Source: an optimization exercise on an open RTL-to-GDS flow (aim: small area, a short achievable clock period and few clock cycles per item). Production flows keep margins and buffers that such runs may drop. In this exercise RTL edits were held to simulation tests only and were not proved equivalent to the original. Power is estimated from default activity; no workload was simulated.

`flow/run.sh`:
```
#!/bin/bash
# synth_recipe.tcl (not shown) runs the flow's synth.tcl, then flattens the netlist and writes it again
# the make line also repeats each setting of config.mk as NAME=value (left out here)
make -C /OpenROAD-flow-scripts/flow DESIGN_CONFIG=/design/flow/config.mk WORK_HOME=/design/flow/orfs CLKGATE_MAP_FILE= SYNTH_SCRIPT=/design/flow/synth_recipe.tcl finish
```
`flow/config.mk`:
```
export PLATFORM = sky130hd
export DESIGN_NAME = pci_target_top
export DESIGN_NICKNAME = pci_target_top
export VERILOG_FILES = /design/flow/design.v
export SDC_FILE = /design/flow/constraint.sdc
export NUM_CORES = 4
export LEC_CHECK = 0
export CAP_MARGIN = 20
export CORE_MARGIN = 2
export CORE_UTILIZATION = 45
export CTS_CLUSTER_DIAMETER = 80
export CTS_CLUSTER_SIZE = 20
export SETUP_SLACK_MARGIN = 2.5
export SLEW_MARGIN = 20
```
`flow/constraint.sdc`:
```
create_clock -name core_clock -period 5.0 [get_ports {clk}]
set_input_delay 1.0000 -clock core_clock [delete_from_list [all_inputs] [get_ports {clk}]]
set_output_delay 1.0000 -clock core_clock [all_outputs]
set_load 0.01 [all_outputs]
```
`flow/design.v`:
```
`default_nettype none
package pci_target_pkg;
	localparam logic [31:0] MEM_BASE = 32'h0000_1000;   
	localparam logic [3:0] CMD_MEM_READ      = 4'b0110;
	localparam logic [3:0] CMD_MEM_WRITE     = 4'b0111;
	localparam logic [3:0] CMD_MEM_READ_MULT = 4'b1100;
	localparam logic [3:0] CMD_MEM_READ_LINE = 4'b1110;
endpackage
`default_nettype wire
`timescale 1ns/1ps
`default_nettype none
module target_ram
(
	input  wire logic        clk,
	input  wire logic [4:0]  e_addr,    
	input  wire logic [3:0]  e_lane,    
	input  wire logic [4:0]  o_addr,    
	input  wire logic [3:0]  o_lane,
	input  wire logic [31:0] c_data,    
	input  wire logic        c_odd,     
	input  wire logic [63:0] r_sel,     
	output logic      [31:0] rdata
);
	logic        ph;                   
	logic [63:0][31:0] raw;            
	logic [31:0] c_col;                
	logic [31:0] p_col;                
	logic [31:0] e_col;                
	logic [31:0] o_col;
	always_ff @(posedge clk)
		ph <= !ph;
	assign c_col = c_data ^ {32{ph}};
	always_ff @(posedge clk)
		p_col <= ~c_col;
	assign e_col = c_odd ? p_col : c_col;
	assign o_col = c_odd ? c_col : p_col;
	for (genvar w = 0; w < 64; w++)
	begin : g_word
		logic [3:0]  sel;
		logic [31:0] col;
		assign sel = (w % 2 == 0) ? ((e_addr == 5'(w / 2)) ? e_lane : 4'd0)
		                          : ((o_addr == 5'(w / 2)) ? o_lane : 4'd0);
		assign col = (w % 2 == 0) ? e_col : o_col;
		for (genvar b = 0; b < 4; b++)
		begin : g_lane
			always_ff @(posedge clk)
				raw[w][b*8 +: 8] <= ~(({8{sel[b]}} & col[b*8 +: 8]) | raw[w][b*8 +: 8]);
		end
	end
	logic [31:0] r_or;
	always_comb
	begin
		r_or  = '0;
		for (int w = 0; w < 64; w++)
			r_or = r_or | (raw[w] & {32{r_sel[w]}});
	end
	assign rdata = r_or ^ {32{ph}};
endmodule
`default_nettype wire
`timescale 1ns/1ps
`default_nettype none
module pci_target_top
(
	input  wire logic        clk,
	input  wire logic        rst,
	input  wire logic        frame,
	input  wire logic        irdy,
	input  wire logic [31:0] ad_in,
	input  wire logic [3:0]  cbe_in,
	output logic             devsel,
	output logic             trdy,
	output logic             stop,
	output logic      [31:0] ad_out,
	output logic             ad_oe
);
	logic       idle;       
	logic       miss;       
	logic       turn;       
	logic       wr;         
	logic       rd;         
	logic       rl;         
	logic       lin;        
	logic [1:0] kc;         
	logic [5:0] ptr;        
	logic [5:0] ptr_nxt;
	logic [5:0] ptr_d;      
	logic [4:0] ea;         
	logic [4:0] oa;         
	logic [63:0] rsel;      
	logic       claim;
	logic       xfer;       
	logic       we;         
	logic       last_ld;    
	logic        w1_we;
	logic [5:0]  w1_ptr;
	logic [3:0]  w1_be;
	logic [31:0] w1_data;
	logic        p_we;
	logic [3:0]  p_be;
	logic [31:0] rdata;
	assign claim = (ad_in[31:8] == 24'h00_0010) && !ad_in[0] &&
	               ((cbe_in == pci_target_pkg::CMD_MEM_READ)      ||
	                (cbe_in == pci_target_pkg::CMD_MEM_WRITE)     ||
	                (cbe_in == pci_target_pkg::CMD_MEM_READ_MULT) ||
	                (cbe_in == pci_target_pkg::CMD_MEM_READ_LINE));
	assign xfer    = !trdy && !irdy;
	assign we      = xfer && wr;
	assign ptr_nxt = lin ? ptr + 6'd1 : {ptr[5:2], ptr[1:0] + 2'd1};
	assign last_ld = (lin && ptr == 6'd63) || (rd && kc == 2'd1) || (rl && kc == 2'd3);
	always_ff @(posedge clk)
	begin
		if (idle)
		begin
			wr  <= cbe_in == pci_target_pkg::CMD_MEM_WRITE;
			rd  <= cbe_in == pci_target_pkg::CMD_MEM_READ;
			rl  <= cbe_in == pci_target_pkg::CMD_MEM_READ_LINE;
			lin <= !ad_in[1];
			kc  <= 2'd0;
			rsel <= 64'd1 << ad_in[7:2];
		end
		else if (turn || xfer)
		begin
			kc  <= kc + 2'd1;
			if (lin)
				rsel <= {rsel[62:0], rsel[63]};
			else                                            
				for (int g = 0; g < 16; g++)
					rsel[g*4 +: 4] <= {rsel[g*4 +: 3], rsel[g*4 + 3]};
		end
	end
	assign ptr_d = idle ? ad_in[7:2] : (turn || xfer) ? ptr_nxt : ptr;
	always_ff @(posedge clk)
		ptr <= ptr_d;
	always_ff @(posedge clk)
	begin
		if (!rst)
		begin
			idle   <= 1'b1;
			miss   <= 1'b0;
			turn   <= 1'b0;
			devsel <= 1'b1;
			trdy   <= 1'b1;
			stop   <= 1'b1;
			ad_oe  <= 1'b0;
		end
		else if (idle)
		begin
			if (!frame)                                     
			begin
				idle <= 1'b0;
				if (claim)
				begin
					devsel <= 1'b0;
					if (cbe_in == pci_target_pkg::CMD_MEM_WRITE)
					begin
						trdy <= 1'b0;
						stop <= !(!ad_in[1] && ad_in[7:2] == 6'd63);
					end
					else
						turn <= 1'b1;
				end
				else
					miss <= 1'b1;
			end
		end
		else if (miss)
		begin
			if (frame && irdy)                              
			begin
				miss <= 1'b0;
				idle <= 1'b1;
			end
		end
		else if (turn)
		begin
			turn  <= 1'b0;
			trdy  <= 1'b0;
			ad_oe <= 1'b1;
			stop  <= !last_ld;
		end
		else if (!trdy)
		begin
			if (!irdy)
			begin
				if (frame)                                  
				begin
					idle   <= 1'b1;
					devsel <= 1'b1;
					trdy   <= 1'b1;
					stop   <= 1'b1;
					ad_oe  <= 1'b0;
				end
				else if (!stop)                             
				begin
					trdy  <= 1'b1;
					ad_oe <= 1'b0;
				end
				else
					stop <= !(wr ? (lin && ptr == 6'd62) : last_ld);
			end
		end
		else                                                
		begin
			idle   <= 1'b1;
			devsel <= 1'b1;
			stop   <= 1'b1;
		end
	end
	always_ff @(posedge clk)
	begin
		if (trdy || !irdy)
			ad_out <= rdata;
	end
	always_ff @(posedge clk)
	begin
		w1_we   <= we;
		w1_ptr  <= ptr;
		w1_be   <= ~cbe_in;
		w1_data <= ad_in;
		p_we    <= w1_we;
		p_be    <= w1_be;
		ea      <= ptr[0] ? w1_ptr[5:1] : ptr[5:1];
		oa      <= ptr[0] ? ptr[5:1] : w1_ptr[5:1];
	end
	target_ram u_ram
	(
		.clk    (clk),
		.e_addr (ea),
		.e_lane (w1_ptr[0] ? (p_we ? p_be : 4'd0) : (w1_we ? w1_be : 4'd0)),
		.o_addr (oa),
		.o_lane (w1_ptr[0] ? (w1_we ? w1_be : 4'd0) : (p_we ? p_be : 4'd0)),
		.c_data (w1_data),
		.c_odd  (w1_ptr[0]),
		.r_sel  (rsel),
		.rdata  (rdata)
	);
endmodule
`default_nettype wire
```
==> results of run 1 <==
-- report_power, final --
| part | internal, W | total (W) | switching (W) | leakage, nW |
|---|---|---|---|---|
| Clock | 0.00523 | 0.0114 | 0.00616 | 1.84 |
| Combinational | 0.00238 | 0.00751 | 0.00512 | 14.1 |
| Sequential | 0.0187 | 0.0192 | 0.000469 | 19.4 |
-- worst max-delay path by stage --
| stage | endpoint | from |
|---|---|---|
| 2_1_floorplan | stop | ad_in[28] |
| 3_3_place_gp | stop | ad_in[28] |
| 3_5_place_dp | u_ram.raw[749] | w1_ptr[0] |
| 4_1_cts | u_ram.raw[535] | u_ram.ph |
| 5_1_grt | u_ram.raw[700] | w1_ptr[0] |
| 6_report | u_ram.raw[1530] | p_we |
-- repair_timing --
| action | in CTS | in global routing |
|---|---|---|
| resized for setup | 257 | 157 |
| hold buffers | 0 | 0 |
| pin swaps | 24 | 50 |
| gates cloned | 31 | 7 |
| buffers inserted | 95 | 62 |
| setup endpoints to repair | 2116 | 957 |
-- synth_stat cells (3+ instances only) --
master | instances | area share
nand2_1 | 95 | 0.0048
xnor2_1 | 60 | 0.0071
a21oi_2 | 12 | 0.0014
nor3b_1 | 6 | 0.00061
buf_6 | 53 | 0.0081
dfxtp_1 | 2148 | 0.58
a22o_1 | 512 | 0.061
a21oi_1 | 2072 | 0.14
ha_1 | 4 | 0.00068
o21ai_0 | 7 | 0.00048
mux2_2 | 10 | 0.0015
buf_4 | 4 | 0.00041
o22ai_1 | 64 | 0.0054
nor4_2 | 35 | 0.0059
nand4_1 | 130 | 0.011
mux2i_1 | 49 | 0.0067
xnor2_2 | 7 | 0.0015
nor3_1 | 7 | 0.00048
a31oi_1 | 8 | 0.00068
buf_1 | 14 | 0.00071
nand2b_1 | 3 | 0.00025
nor4_1 | 4 | 0.00034
nor2_1 | 314 | 0.016
inv_1 | 93 | 0.0047
edfxtp_1 | 106 | 0.043
buf_2 | 261 | 0.018
and3b_1 | 4 | 0.00048
nor2b_1 | 9 | 0.00076
a221oi_1 | 511 | 0.061
clkbuf_1 | 162 | 0.0083
nand3_1 | 12 | 0.00082
or2_2 | 4 | 0.00034
-- flip-flops by register name, indices dropped and copies added, names as in the netlist, 2 cells and up --
signal and count:
w1_data 32, p_be 4, oa 5, ptr 6
kc 2, u_ram.raw 2048, w1_ptr 6, rsel 64
ad_out 32, w1_be 4, u_ram.p_col 32, ea 5
-- through the flow --
stage / utilization / std cells / power (W)
2_1_floorplan: - / 6811 / 0.0229
3_5_place_dp: 0.479 / 8852 / 0.0257
3_3_place_gp: 0.477 / 8840 / 0.0256
5_1_grt: 0.526 / 9236 / 0.0385
6_report: 0.526 / 9249 / 0.0381
4_1_cts: 0.516 / 9161 / 0.0371
-- cell type report --
type | count | area [um2]
clock buffer | 176 | 3720
sequential | 2254 | 46200
multi-input combinational | 4006 | 27300
timing repair buffer | 524 | 5210
inverter | 93 | 349
antenna | 14 | 35.0
tap | 2175 | 2720
clock inverter | 7 | 58.8
fill | 14100 | 77100
-- cell families after synthesis --
group / after synthesis
muxes: 59
xor gates and xnor gates: 69
adders and majority gates: 4
buffers and inverters: 587
and+or+nand+nor: 634
DFF: 2254
AOI/OAI and AO/OA: 3204
-- worst max-delay path: stages, from the launching register on --
cell	delay [ps]
dfxtp_2	720
nand2_1	100
nor2_1	440
a31oi_2	330
nor2_4	750
a21oi_1	150
-- routing by layer --
| layer | part of all wire | vias up |
|---|---|---|
| li1 | - | 26100 |
| met1 | 0.35 | 32600 |
| met2 | 0.39 | 6761 |
| met3 | 0.18 | 1718 |
| met4 | 0.080 | 27 |
| met5 | 0.0023 | - |
==> flow_summary.json, run 1 <==
{
  "cp_max_fo": 16,
  "grt_pass1_wl_mm": 488,
  "ir_drop_mv": 0.304,
  "drc_errors": 0,
  "stdcell_area_mm2": 0.0856,
  "core.rowCount": 148,
  "rr_startpoint": "p_we",
  "drive_above_1_share": 0.141,
  "clkSlewWorstSetupHoldPaths_ps": 90,
  "skew_ps": 25.8,
  "syn_area_mm2": 0.0737,
  "gr-total-overflow": 0,
  "min_from": "u_ram.raw[220]",
  "report.final.setup_viol": 0,
  "setup_slack_ps": 2330,
  "fin_crit_sh": 0.533,
  "maxCapViolations": 0,
  "dieArea_mm2": 0.167,
  "power_density_mw_per_mm2": 445,
  "ys_seq_area_frac": 0.627,
  "grt_pass1_vias": 59200,
  "whs_ps": 409,
  "globalplace.congestion": 0.978,
  "cts_tree": "yes",
  "layout.nets": 7055,
  "area_delta_synth_final_pct": 16.2,
  "yosys-mux-area-fraction": 0.00818,
  "synth_compound_area_frac": 0.273,
  "synth_top_family_by_area": "compound AO/OA/AOI/OAI gates",
  "grt_max_degree": 68,
  "routed_wl_mm": 370,
  "layout_common_cells": "dfxtp_1, a21oi_1, a22o_1",
  "period_minus_slack_ps": 2670,
  "holdPathEnd": "u_ram.raw[220]",
  "synth-adder-area-share": 0.000679,
  "tightest_slew_ps": 1220,
  "post_synth_num_cell_types": 58,
  "numCtsBuffers": 132,
  "synth_fp_nets": 6855,
  "ff2ff_setup_slack_ps": 2330,
  "min_path_cells": 1,
  "clock_path_buffers": 3,
  "grt_usage": 0.418,
  "rsz0062_at_grt": "true",
  "drtAntennaViolNets": 0,
  "fp.coreArea_mm2": 0.163,
  "cts.root.buffer_cell": "clkbuf_16",
  "max_freq_mhz": 375,
  "async_flop_share": 0,
  "tns_ps": 0,
  "p_leak_nw": 35.3,
  "relSlewSlack": 0.187,
  "synth-simple-area-share": 0.0430,
  "drtIter0Drc": 14300,
  "final_common_cell": "dfxtp_1",
  "use_met3": 0.190,
  "synthCells": 6811,
  "outcome": "no timing/DRC/antenna violations",
  "cp-end-kind": "flop",
  "avgViaCountPerCell": 7.26,
  "ys.flop_type": "dfxtp_1",
  "cts_sinks": 2254,
  "synth_area_per_cell_um2": 10.8,
  "clock_latency_ps": 840,
  "ys_ff_latch": 2254,
  "post_drt_wl_per_cell_um": 40.0,
  "start_util": 0.453,
  "io_buffers": 75,
  "grtUsageMet1": 0.538,
  "met2_usage": 0.565,
  "drv_slew": 0,
  "timing.rr.end": "u_ram.raw[1530]",
  "worstPathRequired_ps": 5680,
  "worstSetupPathType": "reg -> reg",
  "synth_edf_count": 106,
  "num_io_pins": 76,
  "vias": 67200,
  "h-tree-depth": 4,
  "r2r_cells": 5,
  "die_h_um": 409,
  "synth_xor_area_frac": 0.00891,
  "hold_viol": 0,
  "placed_area_mm2": 0.0780,
  "ys_warn_count": 2,
  "die_w_um": 409,
  "hp-class": "reg -> reg",
  "arrival_ps": 3340,
  "top_usage_layer": "met2",
  "place_ws_ps": 1650,
  "critPathLaunchType": "flop",
  "dpl.hpwl_mm": 210,
  "firstDrtPassIters": 10,
  "antenna_found_initial": 14
}
Testbench counts, summed over its fixed seeds: cycles 35,152, words 23,255.
==> inputs of run 2 (changes only) <==
--- a/flow/config.mk
+++ b/flow/config.mk
@@ -12,3 +12,3 @@
 export CTS_CLUSTER_SIZE = 20
-export SETUP_SLACK_MARGIN = 2.5
+export SETUP_SLACK_MARGIN = 2.9
 export SLEW_MARGIN = 20
==> flow_summary.json, run 2 <==
{
  "outcome": "no timing/DRC/antenna violations",
  "grt_usage": 0.452,
  "fp.coreArea_mm2": 0.163,
  "avgViaCountPerCell": 7.41,
  "routed_wl_mm": 402,
  "numCtsBuffers": 132,
  "netlist.area_leader.share": 0.584,
  "arrival_ps": 3200,
  "drc_errors": 0,
  "synthCells": 6811,
  "comb_power_share": 0.227,
  "firstDrtPassIters": 10,
  "antenna_found_initial": 18,
  "globalplace.congestion": 1.01,
  "worstSetupPathType": "reg -> reg",
  "cts_hold_buffers": 0,
  "start_util": 0.453,
  "cp_max_fo": 16,
  "grt_max_degree": 59,
  "core.rowCount": 148,
  "max_freq_mhz": 378,
  "layout_common_cells": "dfxtp_1, a21oi_1, a22o_1",
  "synthTopCellsByArea": "dfxtp_1, a21oi_1, a22o_1",
  "synth_commonest_cells": "dfxtp_1, a21oi_1, a22o_1, a221oi_1, nor2_1",
  "tightest_slew_ps": 943,
  "clkSlewWorstSetupHoldPaths_ps": 90,
  "slowest_delay_ps": 560,
  "drtIter0Drc": 15000,
  "drtAntennaViolNets": 0,
  "ir_drop_mv": 0.370,
  "report.final.setup_viol": 0,
  "clock_path_buffers": 3,
  "worstPathRequired_ps": 5550,
  "hp-class": "in -> reg",
  "slowest_stage": "a221oi_1",
  "power_density_mw_per_mm2": 429,
  "num_io_pins": 76,
  "maxCapViolations": 0,
  "switchingPower_w": 0.0127,
  "max_flop_register": "u_ram.raw",
  "post_synth_num_cell_types": 58,
  "die_w_um": 409,
  "relSlewSlack": 0.371,
  "switching_share": 0.319,
  "h-tree-depth": 4,
  "largest_reg_flops": 2048,
  "die_h_um": 409,
  "layout.nets": 7342,
  "stdcell_area_mm2": 0.0924,
  "critPathLaunchType": "flop",
  "cp-end-kind": "flop",
  "cts.root.buffer_cell": "clkbuf_16",
  "synth_edf_count": 106,
  "fin_crit_sh": 0.529,
  "dpl.hpwl_mm": 211,
  "clock_latency_ps": 830,
  "dieArea_mm2": 0.167,
  "yosysTopAreaCell": "dfxtp_1",
  "grt_pass1_vias": 63300,
  "rsz0062_at_grt": "true",
  "syn_area_mm2": 0.0737,
  "async_flop_share": 0,
  "post_drt_wl_per_cell_um": 42.1,
  "placed_area_mm2": 0.0780,
  "p_clk_frac": 0.289,
  "p_leak_nw": 38.0,
  "drv_slew": 0,
  "gr-total-overflow": 0,
  "hold_viol": 0,
  "drive_above_1_share": 0.211,
  "cts_sinks": 2254,
  "io_buffers": 75,
  "seq_power_share": 0.484,
  "final_common_cell": "dfxtp_1",
  "yosysMostFrequentCell": "dfxtp_1",
  "regArea_mm2": 0.0462,
  "ys_ff_latch": 2254,
  "tns_ps": 0,
  "nFillCells": 13200,
  "skew_ps": 33.0,
  "reg_top3": "u_ram.raw: 2048 flops, rsel: 64 flops",
  "vias": 70700,
  "period_minus_slack_ps": 2650,
  "area_delta_synth_final_pct": 25.4,
  "crit_path_cell_trace": "buf_4 -> a22o_1 -> a221oi_1 -> nand4_1 -> nor4_4 -> xnor2_1",
  "ys.flop_type": "dfxtp_1",
  "synth_area_per_cell_um2": 10.8,
  "grt_pass1_wl_mm": 525,
  "cts_tree": "yes",
  "ys_seq_area_frac": 0.627,
  "intPower_w": 0.0270,
  "ys_warn_count": 2,
  "synth_fp_nets": 6855,
  "multi_input_area_mm2": 0.0295
}
[run 2: per-stage QoR]
step	util	hold WS, ps	setup slack [ps]	instances	power (W)
finish	0.568	284	2350	9546	0.0397
global route	0.567	279	2420	9525	0.0399
CTS	0.553	275	2500	9417	0.0383
detailed placement	0.479	378	1020	8853	0.0258
global placement	0.478	375	976	8845	0.0257
floorplan	-	329	2770	6811	0.0229
[run 2: what timing repair did]
| item | CTS | global route |
|---|---|---|
| setup buffers | 315 | 99 |
| gates cloned | 66 | 5 |
| pin swaps | 231 | 129 |
| endpoints found under the setup margin | 2223 | 1342 |
| gates resized for setup | 866 | 206 |
[run 2: cell families after synthesis]
logic type	synth area share
xor+xnor	0.00891
flops	0.627
buf+inv	0.0399
compound gates	0.273
simple gates	0.0430
mux	0.00818
fa+ha+maj	0.000679
[run 2: power groups by stage]
stage / sequential, W / combinational [W] / clock, W
2_1_floorplan: 0.0194 / 0.00342 / 0
3_3_place_gp: 0.0196 / 0.00606 / 0
3_5_place_dp: 0.0197 / 0.00612 / 0
4_1_cts: 0.0191 / 0.00788 / 0.0113
5_1_grt: 0.0192 / 0.00876 / 0.0119
6_report: 0.0192 / 0.00899 / 0.0115
[run 2: routing by layer]
layer / track usage / vias up / part of all wire
li1: - / 26700 / -
met1: 0.554 / 34100 / 0.34
met2: 0.606 / 7518 / 0.38
met3: 0.206 / 2348 / 0.18
met4: 0.359 / 22 / 0.11
met5: 0.0201 / - / 0.0014
[run 2: worst max-delay path, delay by kind of cell (launching register included)]
kind,cells,cell delay [ps]
AO/OA/AOI/OAI,2,840
XOR/XNOR,1,140
buffers and inverters,1,270
flip-flops,1,430
AND/OR/NAND/NOR,2,630
[run 2: layout make-up]
| cell class | instances | area share |
|---|---|---|
| clock buffers | 166 | 0.0387 |
| multi-input cells | 4016 | 0.319 |
| flip-flops and latches | 2254 | 0.500 |
| inverters | 93 | 0.00378 |
| diodes | 24 | 0.000650 |
| well taps | 2175 | 0.0294 |
| repair buffers | 801 | 0.106 |
| clock inverters | 17 | 0.00209 |
[run 2: path summary, 6_finish.rpt]
kind / startpoint / endpoint / slack, ps / depth (start not counted)
min: ad_in[30] / w1_data[30] / 280 / 1
max reg2reg: rsel[10] / ad_out[1] / 2350 / 6
max: rsel[10] / ad_out[1] / 2350 / 6
min reg2reg: w1_be[1] / p_be[1] / 390 / 0
==> inputs of run 3 (changes only) <==
--- a/flow/design.v
+++ b/flow/design.v
@@ -31,5 +31,7 @@
 		ph <= !ph;
-	assign c_col = c_data ^ {32{ph}};
-	always_ff @(posedge clk)
+	always_ff @(posedge clk)
+	begin
+		c_col <= c_data ^ {32{!ph}};
 		p_col <= ~c_col;
+	end
 	assign e_col = c_odd ? p_col : c_col;
@@ -96,3 +98,2 @@
 	logic [3:0]  w1_be;
-	logic [31:0] w1_data;
 	logic        p_we;
@@ -218,3 +219,2 @@
 		w1_be   <= ~cbe_in;
-		w1_data <= ad_in;
 		p_we    <= w1_we;
@@ -231,3 +231,3 @@
 		.o_lane (w1_ptr[0] ? (w1_we ? w1_be : 4'd0) : (p_we ? p_be : 4'd0)),
-		.c_data (w1_data),
+		.c_data (ad_in),
 		.c_odd  (w1_ptr[0]),
--- a/flow/config.mk
+++ b/flow/config.mk
@@ -12,3 +12,3 @@
 export CTS_CLUSTER_SIZE = 20
-export SETUP_SLACK_MARGIN = 2.9
+export SETUP_SLACK_MARGIN = 2.5
 export SLEW_MARGIN = 20
==> flow_summary.json, run 3 <==
{
  "cp_max_fo": 8,
  "period_minus_slack_ps": 2710,
  "num_io_pins": 76,
  "yosysMostFrequentCell": "dfxtp_1",
  "netlist.area_leader.share": 0.577,
  "max_flop_register": "u_ram.raw",
  "tns_ps": 0,
  "start_util": 0.452,
  "layoutNonFillerInstCount": 9184,
  "gr-total-overflow": 0,
  "dpl.hpwl_mm": 210,
  "fp.coreArea_mm2": 0.165,
  "reg_top3": "u_ram.raw: 2048 flops, rsel: 64 flops",
  "clock_latency_ps": 850,
  "maxCapViolations": 0,
  "drv_slew": 0,
  "nFillCells": 14300,
  "io_buffers": 75,
  "met2_usage": 0.563,
  "use_met3": 0.132,
  "cts_tree": "yes",
  "hp-class": "in -> reg",
  "cts_sinks": 2254,
  "area_delta_synth_final_pct": 13.8,
  "drive_above_1_share": 0.145,
  "top_usage_layer": "met2",
  "critPathLaunchType": "flop",
  "rsz0062_at_grt": "true",
  "post_drt_wl_per_cell_um": 38.8,
  "synth_commonest_cells": "dfxtp_1, a21oi_1, a22o_1, a221oi_1, nor2_1",
  "worstPathRequired_ps": 5660,
  "core.rowCount": 149,
  "arrival_ps": 3370,
  "p_leak_nw": 35.1,
  "layout_common_cells": "dfxtp_1, a21oi_1, a22o_1",
  "worstSetupPathType": "reg -> reg",
  "clkSlewWorstSetupHoldPaths_ps": 90,
  "dp_cells": 8862,
  "drc_errors": 0,
  "outcome": "no timing/DRC/antenna violations",
  "drtAntennaViolNets": 0,
  "path_delay_family": "simple AND/OR/NAND/NOR gates",
  "vias": 64500,
  "synth_fp_nets": 6865,
  "die_h_um": 411,
  "async_flop_share": 0,
  "grt_pass1_vias": 58000,
  "power_w": 0.0359,
  "dieArea_mm2": 0.169,
  "drtIter0Drc": 12900,
  "ys_warn_count": 2,
  "relSlewSlack": 0.265,
  "ys_seq_area_frac": 0.620,
  "layout.nets": 6979,
  "yosysTopAreaCell": "dfxtp_1",
  "grt_max_degree": 68,
  "die_w_um": 411,
  "hold_viol": 0,
  "cts_hold_buffers": 0,
  "skew_ps": 38.2,
  "ys_ff_latch": 2254,
  "largest_reg_flops": 2048,
  "routed_wl_mm": 357,
  "slowest_delay_ps": 940,
  "max_freq_mhz": 369,
  "synthTopCellsByArea": "dfxtp_1, a21oi_1, a22o_1",
  "ys.flop_type": "dfxtp_1",
  "power_density_mw_per_mm2": 424,
  "avgViaCountPerCell": 7.03,
  "tightest_slew_ps": 1100,
  "globalplace.congestion": 0.979,
  "final_common_cell": "dfxtp_1",
  "h-tree-depth": 4,
  "post_synth_num_cell_types": 56,
  "cts.root.buffer_cell": "clkbuf_16",
  "cp-end-kind": "flop",
  "synth_edf_count": 106,
  "firstDrtPassIters": 9,
  "report.final.setup_viol": 0,
  "numCtsBuffers": 133,
  "synth_area_per_cell_um2": 10.9,
  "grtUsageMet1": 0.513,
  "antenna_found_initial": 8,
  "critPathBufInv": 0,
  "synthCells": 6821,
  "crit_path_cell_trace": "nor2b_1 -> nand2_1 -> nor2_2 -> a21oi_1",
  "ir_drop_mv": 0.397,
  "fin_crit_sh": 0.542,
  "grt_usage": 0.400,
  "grt_pass1_wl_mm": 472,
  "clock_path_buffers": 3,
  "syn_area_mm2": 0.0745,
  "slowest_stage": "nor2_2"
}
[run 3: where the power goes]
group          leakage (nW)  total [W]  switching, W  internal (W)
clock network          1.86     0.0115       0.00625       0.00522
registers              19.4     0.0185      0.000216        0.0183
logic                  13.8    0.00592       0.00410       0.00182
total                  35.1     0.0359        0.0106        0.0253
[run 3: final timing paths]
path	start	end	slack, ps	cells past startpoint
setup / recovery	ea[1]	u_ram.raw[653]	2290	4
hold / removal	ad_in[27]	u_ram.c_col[27]	360	2
setup reg to reg	ea[1]	u_ram.raw[653]	2290	4
hold reg to reg	u_ram.c_col[20]	u_ram.p_col[20]	400	1
[run 3: area by class of cell]
type / instances / area, um2 / area share
diodes: 10 / 25.0 / 0.000295
repair buffers: 476 / 4640 / 0.0548
inverters: 93 / 349 / 0.00412
clock inverters: 18 / 235 / 0.00278
flip-flops and latches: 2254 / 46200 / 0.545
clock buffers: 167 / 3590 / 0.0424
well taps: 2189 / 2740 / 0.0323
multi-input cells: 3977 / 26900 / 0.318
[run 3: kinds of logic after synthesis]
logic type | count (synthesis) | share of synthesized area
multiplexers | 59 | 0.00863
XOR/XNOR | 69 | 0.00811
AND/OR/NAND/NOR | 634 | 0.0440
buffers and inverters | 595 | 0.0424
flip-flops | 2254 | 0.620
adder cells (fa/ha/maj) | 4 | 0.000672
AO/OA/AOI/OAI | 3206 | 0.276
[run 3: worst register-to-register path, delay by kind of cell (launching register included)]
family,cells,cell delay (ps)
and+or+nand+nor,3,1980
DFF,1,400
AOI/OAI and AO/OA,1,170
[run 3: timing repair]
action	CTS	global route
cloned	4	7
endpoints found under the setup margin	1464	367
pin swaps	39	62
endpoints found under the hold margin	0	0
setup buffers	46	67
gates resized for setup	388	156
[run 3: layer usage]
metal	vias to the layer above	share of wire
met5	-	0.00022
met2	5841	0.41
met1	31400	0.36
met4	10	0.085
met3	1446	0.15
li1	25800	-
[run 3: per-stage QoR]
| step | hold slack (ps) | worst slack (ps) | cell area, um2 | utilization |
|---|---|---|---|---|
| after floorplan | 329 | 2650 | 74500 | - |
| after global placement | 388 | 470 | 77800 | 0.473 |
| after detailed placement | 397 | 585 | 77800 | 0.473 |
| after CTS | 339 | 2390 | 83100 | 0.505 |
| after global routing | 359 | 2390 | 84700 | 0.515 |
| final | 361 | 2290 | 84700 | 0.515 |
Testbench counts of run 3, summed over its fixed seeds: cycles 35,152, words 23,255.
==> inputs of run 4 (changes only) <==
--- a/flow/config.mk
+++ b/flow/config.mk
@@ -12,3 +12,3 @@
 export CTS_CLUSTER_SIZE = 20
-export SETUP_SLACK_MARGIN = 2.5
+export SETUP_SLACK_MARGIN = 2.7
 export SLEW_MARGIN = 20
==> flow_summary.json, run 4 <==
{
  "critPathBufInv": 1,
  "timing.rr.end": "ad_out[8]",
  "finalCoreUtilization": 0.541,
  "hp-class": "in -> reg",
  "min_from": "ad_in[21]",
  "cp-end-kind": "primary output",
  "drive_above_1_share": 0.190,
  "vias": 67800,
  "post_drt_wl_per_cell_um": 40.5,
  "ir_drop_mv": 0.407,
  "relSlewSlack": 0.186,
  "drc_errors": 0,
  "max_freq_mhz": 377,
  "r2r_cells": 9,
  "slowest_delay_ps": 600,
  "grt_usage": 0.421,
  "ys_ff_latch": 2254,
  "num_io_pins": 76,
  "synth_area_per_cell_um2": 10.9,
  "drtIter0Drc": 13600,
  "syn_area_mm2": 0.0745,
  "cts.root.buffer_cell": "clkbuf_16",
  "routed-wl-met2_mm": 147,
  "reg_top3": "u_ram.raw: 2048 flops, rsel: 64 flops",
  "dpl.hpwl_mm": 209,
  "tns_ps": 0,
  "synthTopCellsByArea": "dfxtp_1, a21oi_1, a22o_1",
  "io_buffers": 75,
  "routed_wl_mm": 381,
  "drtAntennaViolNets": 0,
  "crit_path_cell_trace": "buf_2",
  "antenna_found_initial": 27,
  "core.rowCount": 149,
  "largest_reg_flops": 2048,
  "clkSlewWorstSetupHoldPaths_ps": 90,
  "synth_commonest_cells": "dfxtp_1, a21oi_1, a22o_1, a221oi_1, nor2_1",
  "clock_path_buffers": 3,
  "report.final.setup_viol": 0,
  "min_path_cells": 2,
  "critPathLaunchType": "flop",
  "place_ws_ps": 1210,
  "setup_slack_ps": 2350,
  "dieArea_mm2": 0.169,
  "skew_ps": 38.6,
  "die_w_um": 411,
  "arrival_ps": 1650,
  "numCtsBuffers": 133,
  "netlist.area_leader.share": 0.577,
  "top_layer": "met5",
  "cp_max_fo": 1,
  "power_w": 0.0370,
  "whs_ps": 386,
  "ys.flop_type": "dfxtp_1",
  "drv_slew": 0,
  "worstPathRequired_ps": 4000,
  "multi_input_area_mm2": 0.0281,
  "clock_latency_ps": 860,
  "area_delta_synth_final_pct": 19.5,
  "ff2ff_setup_slack_ps": 2390,
  "regArea_mm2": 0.0462,
  "fin_crit_sh": 0.530,
  "die_h_um": 411,
  "max_flop_register": "u_ram.raw",
  "p_leak_nw": 37.0,
  "worstSetupPathType": "reg -> out",
  "nFillCells": 13900,
  "yosysTopAreaCell": "dfxtp_1",
  "rr_startpoint": "rsel[22]",
  "ys_warn_count": 2,
  "cts_tree": "yes",
  "rsz0062_at_grt": "true",
  "post_synth_num_cell_types": 56,
  "h-tree-depth": 4,
  "async_flop_share": 0,
  "grt_pass1_vias": 60200,
  "outcome": "no timing/DRC/antenna violations",
  "grt_pass1_wl_mm": 494,
  "ys_seq_area_frac": 0.620,
  "gr-total-overflow": 0,
  "power_density_mw_per_mm2": 416,
  "holdPathEnd": "u_ram.c_col[21]",
  "synth_edf_count": 106,
  "synth_fp_nets": 6865,
  "synthCells": 6821,
  "maxCapViolations": 0,
  "cts_sinks": 2254,
  "period_minus_slack_ps": 2650,
  "avgViaCountPerCell": 7.21,
  "grt_max_degree": 49,
  "globalplace.congestion": 0.990,
  "routedLengthMet1_mm": 131,
  "path_delay_family": "flip-flops",
  "layout_common_cells": "dfxtp_1, a21oi_1, a22o_1",
  "hold_viol": 0,
  "tightest_slew_ps": 1220,
  "slowest_stage": "edfxtp_1",
  "final_common_cell": "dfxtp_1",
  "firstDrtPassIters": 13,
  "yosysMostFrequentCell": "dfxtp_1",
  "fp.coreArea_mm2": 0.165,
  "layout.nets": 7189,
  "detailroute.wirelength.met3_mm": 63.5,
  "start_util": 0.452
}
-- run 4: cell count changes in the layout (fill, tap and decap cells not counted), sizes merged --
cell | before | now
diode | 10 | 24
dlymetal6s2s | 0 | 7
bufbuf | 0 | 3
clkinvlp | 1 | 0
nand2b | 2 | 3
clkbuf | 173 | 186
clkinv | 6 | 10
clkdlybuf4s50 | 25 | 24
clkdlybuf4s15 | 20 | 1
a31oi | 12 | 15
bufinv | 2 | 0
dlygate4sd2 | 2 | 0
buf | 423 | 627
-- run 4: timing repair --
action,4_1_cts,5_1_grt
pin swaps,129,144
setup endpoints to repair,2106,710
gates resized for setup,627,254
cloned,25,15
setup buffers,185,113
hold buffers,0,0
-- run 4: power by group --
group          total (W)  internal, W  switching (W)
combinational    0.00707      0.00240        0.00467
sequential        0.0185       0.0183       0.000221
clock             0.0114      0.00514        0.00628
total             0.0370       0.0258         0.0112
-- run 4: cells by family after synthesis --
group | after synthesis | synth area share
xor+xnor | 69 | 0.00811
flops | 2254 | 0.620
simple gates | 634 | 0.0440
buf+inv | 595 | 0.0424
mux | 59 | 0.00863
compound gates | 3206 | 0.276
fa+ha+maj | 4 | 0.000672
-- run 4: routing by layer --
metal  track usage  vias to the layer above
met3         0.170                     1978
met2         0.577                     6767
met1         0.524                    32700
li1              -                    26300
met4         0.322                       24
met5       0.00424                        -
-- run 4: cell type report --
cell class	instances	share of cell area
Timing Repair Buffer	682	0.0870
Antenna cell	24	0.000675
Clock inverter	19	0.00209
Clock buffer	166	0.0406
Inverter	93	0.00392
Tap cell	2189	0.0308
Sequential cell	2254	0.519
Multi-Input combinational cell	3981	0.316
-- run 4: worst max path at each step --
| stage | startpoint | to | slack [ps] | depth (start not counted) |
|---|---|---|---|---|
| floorplan | irdy | ptr[2] | 2700 | 3 |
| global placement | ad_in[21] | devsel | 1150 | 7 |
| detailed placement | ad_in[21] | miss | 1210 | 7 |
| CTS | ad_out[1] | ad_out[1] | 2400 | 1 |
| global route | ad_out[1] | ad_out[1] | 2330 | 1 |
| finish | ad_out[1] | ad_out[1] | 2350 | 1 |
-- run 4: worst reg2reg max path, cell delays in order (launching register included) --
cell and delay (ps):
edfxtp_1 420, buf_12 170, buf_8 140, buf_12 150
buf_12 150, a22o_1 210, a221oi_2 200, nand4_1 440
nor4_2 370, xnor2_1 120
-- run 4: per-stage QoR --
stage,std cells,cell area [um2]
2_1_floorplan,6821,74500
3_3_place_gp,8858,77800
3_5_place_dp,8861,77800
4_1_cts,9256,86200
5_1_grt,9388,89000
6_report,9408,89000
==> inputs of run 5 (changes only) <==
--- a/flow/design.v
+++ b/flow/design.v
@@ -31,7 +31,5 @@
 		ph <= !ph;
-	always_ff @(posedge clk)
-	begin
-		c_col <= c_data ^ {32{!ph}};
+	assign c_col = c_data ^ {32{ph}};
+	always_ff @(posedge clk)
 		p_col <= ~c_col;
-	end
 	assign e_col = c_odd ? p_col : c_col;
@@ -98,2 +96,3 @@
 	logic [3:0]  w1_be;
+	logic [31:0] w1_data;
 	logic        p_we;
@@ -219,2 +218,3 @@
 		w1_be   <= ~cbe_in;
+		w1_data <= ad_in;
 		p_we    <= w1_we;
@@ -231,3 +231,3 @@
 		.o_lane (w1_ptr[0] ? (w1_we ? w1_be : 4'd0) : (p_we ? p_be : 4'd0)),
-		.c_data (ad_in),
+		.c_data (w1_data),
 		.c_odd  (w1_ptr[0]),
--- a/flow/config.mk
+++ b/flow/config.mk
@@ -11,4 +11,4 @@
 export CTS_CLUSTER_DIAMETER = 80
-export CTS_CLUSTER_SIZE = 20
-export SETUP_SLACK_MARGIN = 2.7
+export CTS_CLUSTER_SIZE = 25
+export SETUP_SLACK_MARGIN = 2.5
 export SLEW_MARGIN = 20
==> flow_summary.json, run 5 <==
{
  "worstPathRequired_ps": 5620,
  "drc_errors": 0,
  "routed-wl-met2_mm": 144,
  "num_io_pins": 76,
  "synth_commonest_cells": "dfxtp_1, a21oi_1, a22o_1, a221oi_1, nor2_1",
  "drtAntennaViolNets": 0,
  "report.final.setup_viol": 0,
  "io_buffers": 75,
  "period_minus_slack_ps": 2870,
  "ys_ff_latch": 2254,
  "outcome": "no timing/DRC/antenna violations",
  "p_clk_frac": 0.275,
  "fp.coreArea_mm2": 0.163,
  "cts_hold_buffers": 0,
  "synth_fp_nets": 6855,
  "routedLengthMet1_mm": 130,
  "layout.nets": 7017,
  "power_density_mw_per_mm2": 434,
  "p_leak_nw": 34.9,
  "ff2ff_setup_slack_ps": 2130,
  "maxCapViolations": 0,
  "slowest_stage": "nor2_1",
  "slowest_delay_ps": 770,
  "intPower_w": 0.0253,
  "clock_latency_ps": 800,
  "dpl.hpwl_mm": 210,
  "clock_path_buffers": 3,
  "dieArea_mm2": 0.167,
  "top_layer": "met5",
  "grt_pass1_vias": 59400,
  "ys.flop_type": "dfxtp_1",
  "rsz0062_at_grt": "true",
  "yosysTopAreaCell": "dfxtp_1",
  "avgViaCountPerCell": 7.27,
  "post_synth_num_cell_types": 58,
  "final_common_cell": "dfxtp_1",
  "comb_power_share": 0.205,
  "ir_drop_mv": 0.269,
  "skew_ps": 50.4,
  "post_drt_wl_per_cell_um": 40.2,
  "async_flop_share": 0,
  "vias": 67000,
  "globalplace.congestion": 0.978,
  "numCtsBuffers": 103,
  "area_delta_synth_final_pct": 15.3,
  "die_w_um": 409,
  "grt_usage": 0.417,
  "worstSetupPathType": "reg -> reg",
  "reg_top3": "u_ram.raw: 2048 flops, rsel: 64 flops",
  "routed_wl_mm": 370,
  "cp_common_cell": "nor2_1",
  "cts.root.buffer_cell": "clkbuf_16",
  "synthCells": 6811,
  "tightest_slew_ps": 1190,
  "drv_slew": 0,
  "seq_power_share": 0.520,
  "hold_viol": 0,
  "tns_ps": 0,
  "die_h_um": 409,
  "synth_area_per_cell_um2": 10.8,
  "nFillCells": 14200,
  "fin_crit_sh": 0.573,
  "r2r_cells": 6,
  "layout_common_cells": "dfxtp_1, a21oi_1, a22o_1",
  "drtIter0Drc": 14200,
  "cp_max_fo": 16,
  "h-tree-depth": 3,
  "drive_above_1_share": 0.133,
  "synthTopCellsByArea": "dfxtp_1, a21oi_1, a22o_1",
  "cp-end-kind": "flop",
  "arrival_ps": 3480,
  "critPathLaunchType": "flop",
  "grt_pass1_wl_mm": 488,
  "grt_max_degree": 68,
  "detailroute.wirelength.met3_mm": 66.0,
  "clkSlewWorstSetupHoldPaths_ps": 100,
  "hp-class": "reg -> reg",
  "netlist.area_leader.share": 0.584,
  "largest_reg_flops": 2048,
  "cts_sinks": 2254,
  "max_flop_register": "u_ram.raw",
  "yosysMostFrequentCell": "dfxtp_1",
  "switchingPower_w": 0.0116,
  "ys_warn_count": 2,
  "antenna_found_initial": 20,
  "relSlewSlack": 0.204,
  "start_util": 0.453,
  "gr-total-overflow": 0,
  "core.rowCount": 148,
  "syn_area_mm2": 0.0737,
  "firstDrtPassIters": 9,
  "ys_seq_area_frac": 0.627,
  "switching_share": 0.314,
  "min_path_cells": 1,
  "finalCoreUtilization": 0.522,
  "crit_path_cell_trace": "nand2_1 -> nor2_1 -> a31oi_4 -> nor2_1 -> buf_4 -> a21oi_1",
  "max_freq_mhz": 349,
  "synth_edf_count": 106,
  "cts_tree": "yes"
}
==> run 5: power groups by stage <==
stage	clock network [W]	logic [W]	registers, W
floorplan	0	0.00341	0.0194
global placement	0	0.00589	0.0197
detailed placement	0	0.00597	0.0198
CTS	0.0100	0.00671	0.0191
global route	0.0106	0.00741	0.0192
finish	0.0101	0.00754	0.0192
==> run 5: layer usage <==
metal  global-route usage  vias up
met5              0.00201        -
met3                0.189     1703
met4                0.277       18
met1                0.534    32500
met2                0.560     6853
li1                     -    26000
==> run 5: layout make-up <==
type | count | area, um2 | share of cell area
Clock buffer | 133 | 2750 | 0.0324
Clock inverter | 14 | 244 | 0.00287
Inverter | 93 | 349 | 0.00411
Sequential cell | 2254 | 46200 | 0.544
Tap cell | 2175 | 2720 | 0.0320
Antenna cell | 22 | 55.1 | 0.000648
Timing Repair Buffer | 512 | 5240 | 0.0616
Multi-Input combinational cell | 4009 | 27400 | 0.323
==> run 5: worst paths after layout <==
check / from / to
worst max-delay path: w1_be[0] / u_ram.raw[320]
worst max register to register: w1_be[0] / u_ram.raw[320]
worst min register to register: u_ram.raw[220] / u_ram.raw[220]
worst min-delay path: u_ram.raw[220] / u_ram.raw[220]
==> run 5: cell families after synthesis <==
logic type | Yosys count | share of synthesized area
multiplexers | 59 | 0.00818
AO/OA/AOI/OAI | 3204 | 0.273
buffers and inverters | 587 | 0.0399
flip-flops | 2254 | 0.627
AND/OR/NAND/NOR | 634 | 0.0430
adder cells (fa/ha/maj) | 4 | 0.000679
XOR/XNOR | 69 | 0.00891
==> run 5: worst max-delay path: cells and delay by family, from the launching register on <==
family,cells,cell delay [ps]
AO/OA/AOI/OAI,2,320
buffers and inverters,1,300
AND/OR/NAND/NOR,3,1310
flip-flops,1,750
==> run 5: what timing repair did <==
item                        CTS  global route
cloned                       34             8
setup buffers                96            49
resized for setup           252           137
pin swaps                    27            58
setup endpoints to repair  2116           648
==> run 5: through the flow <==
step | setup WS, ps | total power [W] | area [um2] | cells | hold WS, ps
floorplan | 2640 | 0.0229 | 73700 | 6811 | 329
global placement | 1700 | 0.0256 | 77700 | 8840 | 397
detailed placement | 1650 | 0.0257 | 78000 | 8852 | 399
CTS | 2450 | 0.0359 | 83500 | 9129 | 413
global route | 2250 | 0.0372 | 84900 | 9194 | 419
finish | 2130 | 0.0369 | 85000 | 9212 | 412
Testbench counts of run 5, summed over its fixed seeds: cycles 35,152, words 23,255.

re-timing with driven ports:
In the flow no input, the clock included, has a driving cell. The finished layouts below were timed again as built, in two steps.
Step 1 assumes that a clkbuf_16 drives the clock port and a buf_2 every other input.
Step 2, shift: input delay + t, output delay - t, t = (earliest + latest rising clock arrival at the registers) / 2. This alone moves slack from input paths to output paths.
a / b / c = no drivers / after step 1 / after step 2; a / b = the first two.
run | t (ns) | setup slack, ns | worst setup path at the end | pins driven straight from the clock port
run 1 | 0.910 | 2.333 / 2.316 / 1.771 | input to register | 1
run 2 | 0.910 | 2.354 / 2.354 / 1.725 | input to register | 1
run 3 | 0.907 | 2.292 / 2.292 / 1.469 | input to register | 1
run 4 | 0.928 | 2.348 / 2.256 / 1.895 | input to register | 1
run 5 | 0.851 | 2.135 / 2.135 / 1.830 | input to register | 1
After both steps every run listed still meets setup and hold. The setup slack of run 3, which loses most, moves by 0.000 ns with the drivers and by -0.823 ns with both steps.
